This design comes from an exercise in tuning for small area and a short achievable clock period on the open sky130 flow, not from production work.
Where RTL was checked, it was by simulation tests only, not by an equivalence proof against the original.
The clock port is modelled as an ideal driver; clocking choices that lean on that would not hold on a real chip.

==> module cic_interpolator, before the edit <==
module cic_interpolator (
  input  logic                clock,
  input  logic                reset_n,
  input  logic [5:0]          interpolation,
  input  logic                clear_underflow,
  output logic                underflow,
  input  logic                out_strobe,
  input  logic                in_valid,
  input  logic signed [17:0]  in_data,
  output logic                in_ready,
  output logic                out_valid,
  output logic signed [17:0]  out_data
);
  localparam int AW   = cic_pkg::ACC_WIDTH;
  localparam int KIND  = 1;   
  localparam int AKIND = 2;   
  logic [5:0]          phase_q;
  logic                phase_nz_q;
  logic                phase_zero_q;      
  logic [17:0]         sample0_q, sample1_q;
  logic [18:0]         comb_last1_q;
  logic [19:0]         comb2_q, comb_last2_q;
  logic [20:0]         comb3_q, comb_last3_q;
  logic [21:0]         comb4_q, comb_last4_q;
  logic [21:0]         integ1_q;
  logic [AW-1:0]       integ2_q, integ3_q, integ4_q, integ5_q;
  logic [17:0]         out_slice_q;
  logic [5:0]          out_carry_q;
  logic                out_valid_q;
  logic                underflow_q;
  logic                load_tick;
  logic                wrap;
  logic [17:0]         x;
  logic [18:0]         comb1;
  logic [19:0]         csa_s, csa_c;
  logic [19:0]         comb2_d;
  logic [20:0]         comb3_d;
  logic [21:0]         comb4_d;
  logic [AW-1:0]       integ2_d, integ3_d, integ4_d, integ5_d;
  logic [2:0]          slice_sel;
  logic [17:0]         slice;
  logic                rnd_bit;
  assign load_tick = out_strobe && !phase_nz_q;
  assign x         = in_valid ? in_data : 18'd0;
  assign wrap      = ({1'b0, phase_q} + 7'd1) >= {1'b0, interpolation};
  cic_add #(.W(19), .KIND(KIND)) u_comb1 (
    .a({sample0_q[17], sample0_q}), .b(~{sample1_q[17], sample1_q}), .ci(1'b1), .s(comb1));
  always_comb begin
    logic [19:0] a, b, c;
    a = {{2{sample0_q[17]}}, sample0_q};
    b = ~{{2{sample1_q[17]}}, sample1_q};
    c = ~{comb_last1_q[18], comb_last1_q};
    csa_s = a ^ b ^ c;
    csa_c = {(a[18:0] & b[18:0]) | (a[18:0] & c[18:0]) | (b[18:0] & c[18:0]), 1'b1};
  end
  cic_add #(.W(20), .KIND(KIND)) u_comb2 (.a(csa_s), .b(csa_c), .ci(1'b1), .s(comb2_d));
  cic_add #(.W(21), .KIND(KIND)) u_comb3 (
    .a({comb2_q[19], comb2_q}), .b(~{comb_last2_q[19], comb_last2_q}), .ci(1'b1), .s(comb3_d));
  cic_add #(.W(22), .KIND(KIND)) u_comb4 (
    .a({comb3_q[20], comb3_q}), .b(~{comb_last3_q[20], comb_last3_q}), .ci(1'b1), .s(comb4_d));
  cic_acc #(.W(AW), .KIND(AKIND)) u_acc2 (
    .a(integ2_q), .b({{(AW-22){integ1_q[21]}}, integ1_q}), .en(out_strobe), .d(integ2_d));
  cic_acc #(.W(AW), .KIND(AKIND)) u_acc3 (.a(integ3_q), .b(integ2_q), .en(out_strobe), .d(integ3_d));
  cic_acc #(.W(AW), .KIND(AKIND)) u_acc4 (.a(integ4_q), .b(integ3_q), .en(out_strobe), .d(integ4_d));
  cic_acc #(.W(AW), .KIND(AKIND)) u_acc5 (.a(integ5_q), .b(integ4_q), .en(out_strobe), .d(integ5_d));
  always_comb begin
    if (interpolation < 6'd2 || interpolation > 6'd40) slice_sel = 3'd5;
    else if (interpolation <= 6'd2)  slice_sel = 3'd0;
    else if (interpolation <= 6'd4)  slice_sel = 3'd1;
    else if (interpolation <= 6'd8)  slice_sel = 3'd2;
    else if (interpolation <= 6'd16) slice_sel = 3'd3;
    else if (interpolation <= 6'd32) slice_sel = 3'd4;
    else                             slice_sel = 3'd5;
  end
  cic_round u_round (
    .acc     (integ5_q),
    .sel     (slice_sel),
    .slice   (slice),
    .rnd_bit (rnd_bit)
  );
  always_ff @(posedge clock or negedge reset_n) begin
    if (!reset_n) begin
      phase_q      <= '0;
      phase_nz_q   <= 1'b0;
      phase_zero_q <= 1'b1;
      sample0_q    <= '0;
      sample1_q    <= '0;
      comb_last1_q <= '0;
      comb2_q      <= '0;
      comb_last2_q <= '0;
      comb3_q      <= '0;
      comb_last3_q <= '0;
      comb4_q      <= '0;
      comb_last4_q <= '0;
      integ1_q     <= '0;
      integ2_q     <= '0;
      integ3_q     <= '0;
      integ4_q     <= '0;
      integ5_q     <= '0;
      out_valid_q  <= 1'b0;
      underflow_q  <= 1'b0;
    end else begin
      if (out_strobe) begin
        phase_q    <= wrap ? 6'd0 : phase_q + 6'd1;
        phase_nz_q   <= !wrap;
        phase_zero_q <= wrap;
      end
      integ2_q <= integ2_d;
      integ3_q <= integ3_d;
      integ4_q <= integ4_d;
      integ5_q <= integ5_d;
      if (load_tick) begin
        sample0_q    <= x;
        sample1_q    <= sample0_q;
        comb_last1_q <= comb1;
        comb2_q      <= comb2_d;
        comb_last2_q <= comb2_q;
        comb3_q      <= comb3_d;
        comb_last3_q <= comb3_q;
        comb4_q      <= comb4_d;
        comb_last4_q <= comb4_q;
        integ1_q     <= comb_last4_q;
      end
      out_valid_q <= out_strobe;
      if (load_tick && !in_valid) underflow_q <= 1'b1;
      else if (clear_underflow)   underflow_q <= 1'b0;
    end
  end
  always_ff @(posedge clock) begin
    out_slice_q    <= slice;
    out_carry_q[0] <= rnd_bit;
    out_carry_q[1] <= rnd_bit & (&slice[2:0]);
    out_carry_q[2] <= rnd_bit & (&slice[5:0]);
    out_carry_q[3] <= rnd_bit & (&slice[8:0]);
    out_carry_q[4] <= rnd_bit & (&slice[11:0]);
    out_carry_q[5] <= rnd_bit & (&slice[14:0]);
  end
  assign in_ready  = out_strobe && phase_zero_q;
  assign out_valid = out_valid_q;
  assign out_data  = {out_slice_q[17:15] + 3'(out_carry_q[5]),
                      out_slice_q[14:12] + 3'(out_carry_q[4]),
                      out_slice_q[11:9]  + 3'(out_carry_q[3]),
                      out_slice_q[8:6]   + 3'(out_carry_q[2]),
                      out_slice_q[5:3]   + 3'(out_carry_q[1]),
                      out_slice_q[2:0]   + 3'(out_carry_q[0])};
  assign underflow = underflow_q;
endmodule
clock: 6.5 ns
lec_check: 0
abc_area: 1
cap_margin: 20
core_margin: 2
core_utilization: 60
place_density: 0.7
setup_slack_margin: 3.5
slew_margin: 20
standard.sh (not shown) runs the stock make flow with config.mk's settings and CLKGATE_MAP_FILE= SYNTH_SCRIPT=/design/flow/synth_recipe.tcl, a recipe that flattens the netlist after the stock synthesis.
==> flow/flow/run.sh <==
#!/bin/bash
# Standard ORFS layout (the standard.sh) with these changes:
#  - synthesis maps with flow/abc_area.script, ORFS's abc_area.script
#    without its "buffer -c" step (placement-time repair buffers instead);
#    ORFS's scripts are copied to scripts_mod/ with only that file replaced
#  - clock tree synthesis without dummy loads, with clkbuf_8 buffers and
#    sink clusters of up to 14 flip-flops
#  - buf_2 as the port buffer
#  - a tighter internal repair target on in_ready (flow/pre_cts.tcl)
# Make's output goes to flow_make.log.
set -euo pipefail
rm -rf scripts_mod
cp -r "$FLOW_HOME/scripts" scripts_mod
cp flow/abc_area.script scripts_mod/abc_area.script
bash standard.sh \
  "SCRIPTS_DIR=$PWD/scripts_mod" \
  "CTS_ARGS=-sink_clustering_enable -repair_clock_nets -dont_use_dummy_load -sink_clustering_size 14 -sink_clustering_max_diameter 60 -buf_list sky130_fd_sc_hd__clkbuf_8" \
  "BUFFER_PORTS_ARGS=-buffer_cell sky130_fd_sc_hd__buf_2" \
  "PRE_CTS_TCL=$PWD/flow/pre_cts.tcl" \
  finish > flow_make.log 2>&1
==> flow/flow/abc_area.script <==
strash
dch
map -B 0.9
topo
stime -c
upsize -c
dnsize -c
==> flow/flow/pre_cts.tcl <==
set_output_delay 1.65 -clock [get_clocks core_clock] [get_ports in_ready]
Change:
--- a/flow/design.v
+++ b/flow/design.v
@@ -157,17 +157,17 @@
   output logic                in_ready,
   output logic                out_valid,
   output logic signed [17:0]  out_data
 );
   localparam int AW   = cic_pkg::ACC_WIDTH;
-  localparam int KIND  = 1;   
+  localparam int KIND  = 0;   
   localparam int AKIND = 2;   
   logic [5:0]          phase_q;
   logic                phase_nz_q;
   logic                phase_zero_q;      
-  logic [17:0]         sample0_q, sample1_q;
-  logic [18:0]         comb_last1_q;
+  logic [17:0]         comb_last0_q;
+  logic [18:0]         comb1_q, comb_last1_q;
   logic [19:0]         comb2_q, comb_last2_q;
   logic [20:0]         comb3_q, comb_last3_q;
   logic [21:0]         comb4_q, comb_last4_q;
   logic [21:0]         integ1_q;
   logic [AW-1:0]       integ2_q, integ3_q, integ4_q, integ5_q;
@@ -176,12 +176,11 @@
   logic                out_valid_q;
   logic                underflow_q;
   logic                load_tick;
   logic                wrap;
   logic [17:0]         x;
-  logic [18:0]         comb1;
-  logic [19:0]         csa_s, csa_c;
+  logic [18:0]         comb1_d;
   logic [19:0]         comb2_d;
   logic [20:0]         comb3_d;
   logic [21:0]         comb4_d;
   logic [AW-1:0]       integ2_d, integ3_d, integ4_d, integ5_d;
   logic [2:0]          slice_sel;
@@ -189,20 +188,13 @@
   logic                rnd_bit;
   assign load_tick = out_strobe && !phase_nz_q;
   assign x         = in_valid ? in_data : 18'd0;
   assign wrap      = ({1'b0, phase_q} + 7'd1) >= {1'b0, interpolation};
   cic_add #(.W(19), .KIND(KIND)) u_comb1 (
-    .a({sample0_q[17], sample0_q}), .b(~{sample1_q[17], sample1_q}), .ci(1'b1), .s(comb1));
-  always_comb begin
-    logic [19:0] a, b, c;
-    a = {{2{sample0_q[17]}}, sample0_q};
-    b = ~{{2{sample1_q[17]}}, sample1_q};
-    c = ~{comb_last1_q[18], comb_last1_q};
-    csa_s = a ^ b ^ c;
-    csa_c = {(a[18:0] & b[18:0]) | (a[18:0] & c[18:0]) | (b[18:0] & c[18:0]), 1'b1};
-  end
-  cic_add #(.W(20), .KIND(KIND)) u_comb2 (.a(csa_s), .b(csa_c), .ci(1'b1), .s(comb2_d));
+    .a({x[17], x}), .b(~{comb_last0_q[17], comb_last0_q}), .ci(1'b1), .s(comb1_d));
+  cic_add #(.W(20), .KIND(KIND)) u_comb2 (
+    .a({comb1_q[18], comb1_q}), .b(~{comb_last1_q[18], comb_last1_q}), .ci(1'b1), .s(comb2_d));
   cic_add #(.W(21), .KIND(KIND)) u_comb3 (
     .a({comb2_q[19], comb2_q}), .b(~{comb_last2_q[19], comb_last2_q}), .ci(1'b1), .s(comb3_d));
   cic_add #(.W(22), .KIND(KIND)) u_comb4 (
     .a({comb3_q[20], comb3_q}), .b(~{comb_last3_q[20], comb_last3_q}), .ci(1'b1), .s(comb4_d));
   cic_acc #(.W(AW), .KIND(AKIND)) u_acc2 (
@@ -228,12 +220,12 @@
   always_ff @(posedge clock or negedge reset_n) begin
     if (!reset_n) begin
       phase_q      <= '0;
       phase_nz_q   <= 1'b0;
       phase_zero_q <= 1'b1;
-      sample0_q    <= '0;
-      sample1_q    <= '0;
+      comb_last0_q <= '0;
+      comb1_q      <= '0;
       comb_last1_q <= '0;
       comb2_q      <= '0;
       comb_last2_q <= '0;
       comb3_q      <= '0;
       comb_last3_q <= '0;
@@ -255,13 +247,13 @@
       integ2_q <= integ2_d;
       integ3_q <= integ3_d;
       integ4_q <= integ4_d;
       integ5_q <= integ5_d;
       if (load_tick) begin
-        sample0_q    <= x;
-        sample1_q    <= sample0_q;
-        comb_last1_q <= comb1;
+        comb_last0_q <= x;
+        comb1_q      <= comb1_d;
+        comb_last1_q <= comb1_q;
         comb2_q      <= comb2_d;
         comb_last2_q <= comb2_q;
         comb3_q      <= comb3_d;
         comb_last3_q <= comb3_q;
         comb4_q      <= comb4_d;
Worst setup slack barely changes.
Die area came out lower by 4.0%.
Utilization drops by 0.56 points.
Routed wire length falls by 16%.
No run of this note included a check of the RTL's function; only the layout flow was run.

* * *

Setup of MS:
Another version of the RTL of cic_interpolator (not shown whole).
For scale: about 50 I/O pins.
==> module cic_interpolator, before the edit <==
module cic_interpolator (
  input  logic                clock,
  input  logic                reset_n,
  input  logic [5:0]          interpolation,
  input  logic                clear_underflow,
  output logic                underflow,
  input  logic                out_strobe,
  input  logic                in_valid,
  input  logic signed [17:0]  in_data,
  output logic                in_ready,
  output logic                out_valid,
  output logic signed [17:0]  out_data
);
  localparam int AW   = cic_pkg::ACC_WIDTH;
  localparam int KIND  = 0;   
  localparam int AKIND = 2;   
  logic [5:0]          phase_q;
  logic                phase_nz_q;
  logic                phase_zero_q;      
  logic [17:0]         sample0_q, sample1_q;
  logic [18:0]         comb_last1_q;
  logic [19:0]         comb2_q, comb_last2_q;
  logic [20:0]         comb3_q, comb_last3_q;
  logic [21:0]         comb4_q, comb_last4_q;
  logic [21:0]         integ1_q;
  logic [AW-1:0]       integ2_q, integ3_q, integ4_q, integ5_q;
  logic [17:0]         out_slice_q;
  logic [5:0]          out_carry_q;
  logic                out_valid_q;
  logic                underflow_q;
  logic                load_tick;
  logic                wrap;
  logic [17:0]         x;
  logic [18:0]         comb1;
  logic [19:0]         csa_s, csa_c;
  logic [19:0]         comb2_d;
  logic [20:0]         comb3_d;
  logic [21:0]         comb4_d;
  logic [AW-1:0]       integ2_d, integ3_d, integ4_d, integ5_d;
  logic [2:0]          slice_sel;
  logic [17:0]         slice;
  logic                rnd_bit;
  assign load_tick = out_strobe && !phase_nz_q;
  assign x         = in_valid ? in_data : 18'd0;
  assign wrap      = ({1'b0, phase_q} + 7'd1) >= {1'b0, interpolation};
  cic_add #(.W(19), .KIND(KIND)) u_comb1 (
    .a({sample0_q[17], sample0_q}), .b(~{sample1_q[17], sample1_q}), .ci(1'b1), .s(comb1));
  always_comb begin
    logic [19:0] a, b, c;
    a = {{2{sample0_q[17]}}, sample0_q};
    b = ~{{2{sample1_q[17]}}, sample1_q};
    c = ~{comb_last1_q[18], comb_last1_q};
    csa_s = a ^ b ^ c;
    csa_c = {(a[18:0] & b[18:0]) | (a[18:0] & c[18:0]) | (b[18:0] & c[18:0]), 1'b1};
  end
  cic_add #(.W(20), .KIND(KIND)) u_comb2 (.a(csa_s), .b(csa_c), .ci(1'b1), .s(comb2_d));
  cic_add #(.W(21), .KIND(KIND)) u_comb3 (
    .a({comb2_q[19], comb2_q}), .b(~{comb_last2_q[19], comb_last2_q}), .ci(1'b1), .s(comb3_d));
  cic_add #(.W(22), .KIND(KIND)) u_comb4 (
    .a({comb3_q[20], comb3_q}), .b(~{comb_last3_q[20], comb_last3_q}), .ci(1'b1), .s(comb4_d));
  cic_acc #(.W(AW), .KIND(AKIND)) u_acc2 (
    .a(integ2_q), .b({{(AW-22){integ1_q[21]}}, integ1_q}), .en(out_strobe), .d(integ2_d));
  cic_acc #(.W(AW), .KIND(AKIND)) u_acc3 (.a(integ3_q), .b(integ2_q), .en(out_strobe), .d(integ3_d));
  cic_acc #(.W(AW), .KIND(AKIND)) u_acc4 (.a(integ4_q), .b(integ3_q), .en(out_strobe), .d(integ4_d));
  cic_acc #(.W(AW), .KIND(AKIND)) u_acc5 (.a(integ5_q), .b(integ4_q), .en(out_strobe), .d(integ5_d));
  always_comb begin
    if (interpolation < 6'd2 || interpolation > 6'd40) slice_sel = 3'd5;
    else if (interpolation <= 6'd2)  slice_sel = 3'd0;
    else if (interpolation <= 6'd4)  slice_sel = 3'd1;
    else if (interpolation <= 6'd8)  slice_sel = 3'd2;
    else if (interpolation <= 6'd16) slice_sel = 3'd3;
    else if (interpolation <= 6'd32) slice_sel = 3'd4;
    else                             slice_sel = 3'd5;
  end
  cic_round u_round (
    .acc     (integ5_q),
    .sel     (slice_sel),
    .slice   (slice),
    .rnd_bit (rnd_bit)
  );
  always_ff @(posedge clock or negedge reset_n) begin
    if (!reset_n) begin
      phase_q      <= '0;
      phase_nz_q   <= 1'b0;
      phase_zero_q <= 1'b1;
      sample0_q    <= '0;
      sample1_q    <= '0;
      comb_last1_q <= '0;
      comb2_q      <= '0;
      comb_last2_q <= '0;
      comb3_q      <= '0;
      comb_last3_q <= '0;
      comb4_q      <= '0;
      comb_last4_q <= '0;
      integ1_q     <= '0;
      integ2_q     <= '0;
      integ3_q     <= '0;
      integ4_q     <= '0;
      integ5_q     <= '0;
      out_valid_q  <= 1'b0;
      underflow_q  <= 1'b0;
    end else begin
      if (out_strobe) begin
        phase_q    <= wrap ? 6'd0 : phase_q + 6'd1;
        phase_nz_q   <= !wrap;
        phase_zero_q <= wrap;
      end
      integ2_q <= integ2_d;
      integ3_q <= integ3_d;
      integ4_q <= integ4_d;
      integ5_q <= integ5_d;
      if (load_tick) begin
        sample0_q    <= x;
        sample1_q    <= sample0_q;
        comb_last1_q <= comb1;
        comb2_q      <= comb2_d;
        comb_last2_q <= comb2_q;
        comb3_q      <= comb3_d;
        comb_last3_q <= comb3_q;
        comb4_q      <= comb4_d;
        comb_last4_q <= comb4_q;
        integ1_q     <= comb_last4_q;
      end
      out_valid_q <= out_strobe;
      if (load_tick && !in_valid) underflow_q <= 1'b1;
      else if (clear_underflow)   underflow_q <= 1'b0;
    end
  end
  always_ff @(posedge clock) begin
    out_slice_q    <= slice;
    out_carry_q[0] <= rnd_bit;
    out_carry_q[1] <= rnd_bit & (&slice[2:0]);
    out_carry_q[2] <= rnd_bit & (&slice[5:0]);
    out_carry_q[3] <= rnd_bit & (&slice[8:0]);
    out_carry_q[4] <= rnd_bit & (&slice[11:0]);
    out_carry_q[5] <= rnd_bit & (&slice[14:0]);
  end
  assign in_ready  = out_strobe && phase_zero_q;
  assign out_valid = out_valid_q;
  assign out_data  = {out_slice_q[17:15] + 3'(out_carry_q[5]),
                      out_slice_q[14:12] + 3'(out_carry_q[4]),
                      out_slice_q[11:9]  + 3'(out_carry_q[3]),
                      out_slice_q[8:6]   + 3'(out_carry_q[2]),
                      out_slice_q[5:3]   + 3'(out_carry_q[1]),
                      out_slice_q[2:0]   + 3'(out_carry_q[0])};
  assign underflow = underflow_q;
endmodule
export LEC_CHECK = 0
export ABC_AREA = 1
export CAP_MARGIN = 20
export CORE_MARGIN = 2
export CORE_UTILIZATION = 60
export PLACE_DENSITY = 0.7
export SETUP_SLACK_MARGIN = 3.5
export SLEW_MARGIN = 20
create_clock -name core_clock -period 6.5 [get_ports {clock}]
Scripts as last shown in full above: flow/flow/run.sh, flow/flow/abc_area.script, flow/flow/pre_cts.tcl
The following lists how PW was set up differently from MS:
--- a/flow/design.v
+++ b/flow/design.v
@@ -197,13 +197,13 @@
     a = {{2{sample0_q[17]}}, sample0_q};
     b = ~{{2{sample1_q[17]}}, sample1_q};
     c = ~{comb_last1_q[18], comb_last1_q};
     csa_s = a ^ b ^ c;
     csa_c = {(a[18:0] & b[18:0]) | (a[18:0] & c[18:0]) | (b[18:0] & c[18:0]), 1'b1};
   end
-  cic_add #(.W(20), .KIND(KIND)) u_comb2 (.a(csa_s), .b(csa_c), .ci(1'b1), .s(comb2_d));
+  cic_add #(.W(20), .KIND(1)) u_comb2 (.a(csa_s), .b(csa_c), .ci(1'b1), .s(comb2_d));
   cic_add #(.W(21), .KIND(KIND)) u_comb3 (
     .a({comb2_q[19], comb2_q}), .b(~{comb_last2_q[19], comb_last2_q}), .ci(1'b1), .s(comb3_d));
   cic_add #(.W(22), .KIND(KIND)) u_comb4 (
     .a({comb3_q[20], comb3_q}), .b(~{comb_last3_q[20], comb_last3_q}), .ci(1'b1), .s(comb4_d));
   cic_acc #(.W(AW), .KIND(AKIND)) u_acc2 (
     .a(integ2_q), .b({{(AW-22){integ1_q[21]}}, integ1_q}), .en(out_strobe), .d(integ2_d));
--- outcome ---
Horizontal die dimension, MS and PW: lower on MS. PW vs. MS: worst setup margin went down by 0.0058 ns. Summary of PW over MS: fmax level. PW ended with less depth of the most critical reg-to-reg path than MS. Relative to MS, the non-clock buffer total of the final layout of PW is lower by 1. Summary of PW over MS: routed wire length increased by about 12% relative to the old numbers, worst slack at placement decreased by 0.30 ns relative to the old numbers, vertical die dimension increased by 1.3% relative to the old numbers, post-detailed-route via-to-cell ratio increased by about 0.44% relative to the old numbers, total number of vias increased by about 6% relative to the old numbers. PW vs MS — number of multi-input combinational cells rose 4.1%. In the metrics for MS and PW, the one carrying the lower synthesized cell count is MS.
No functional check of the RTL was part of PW.
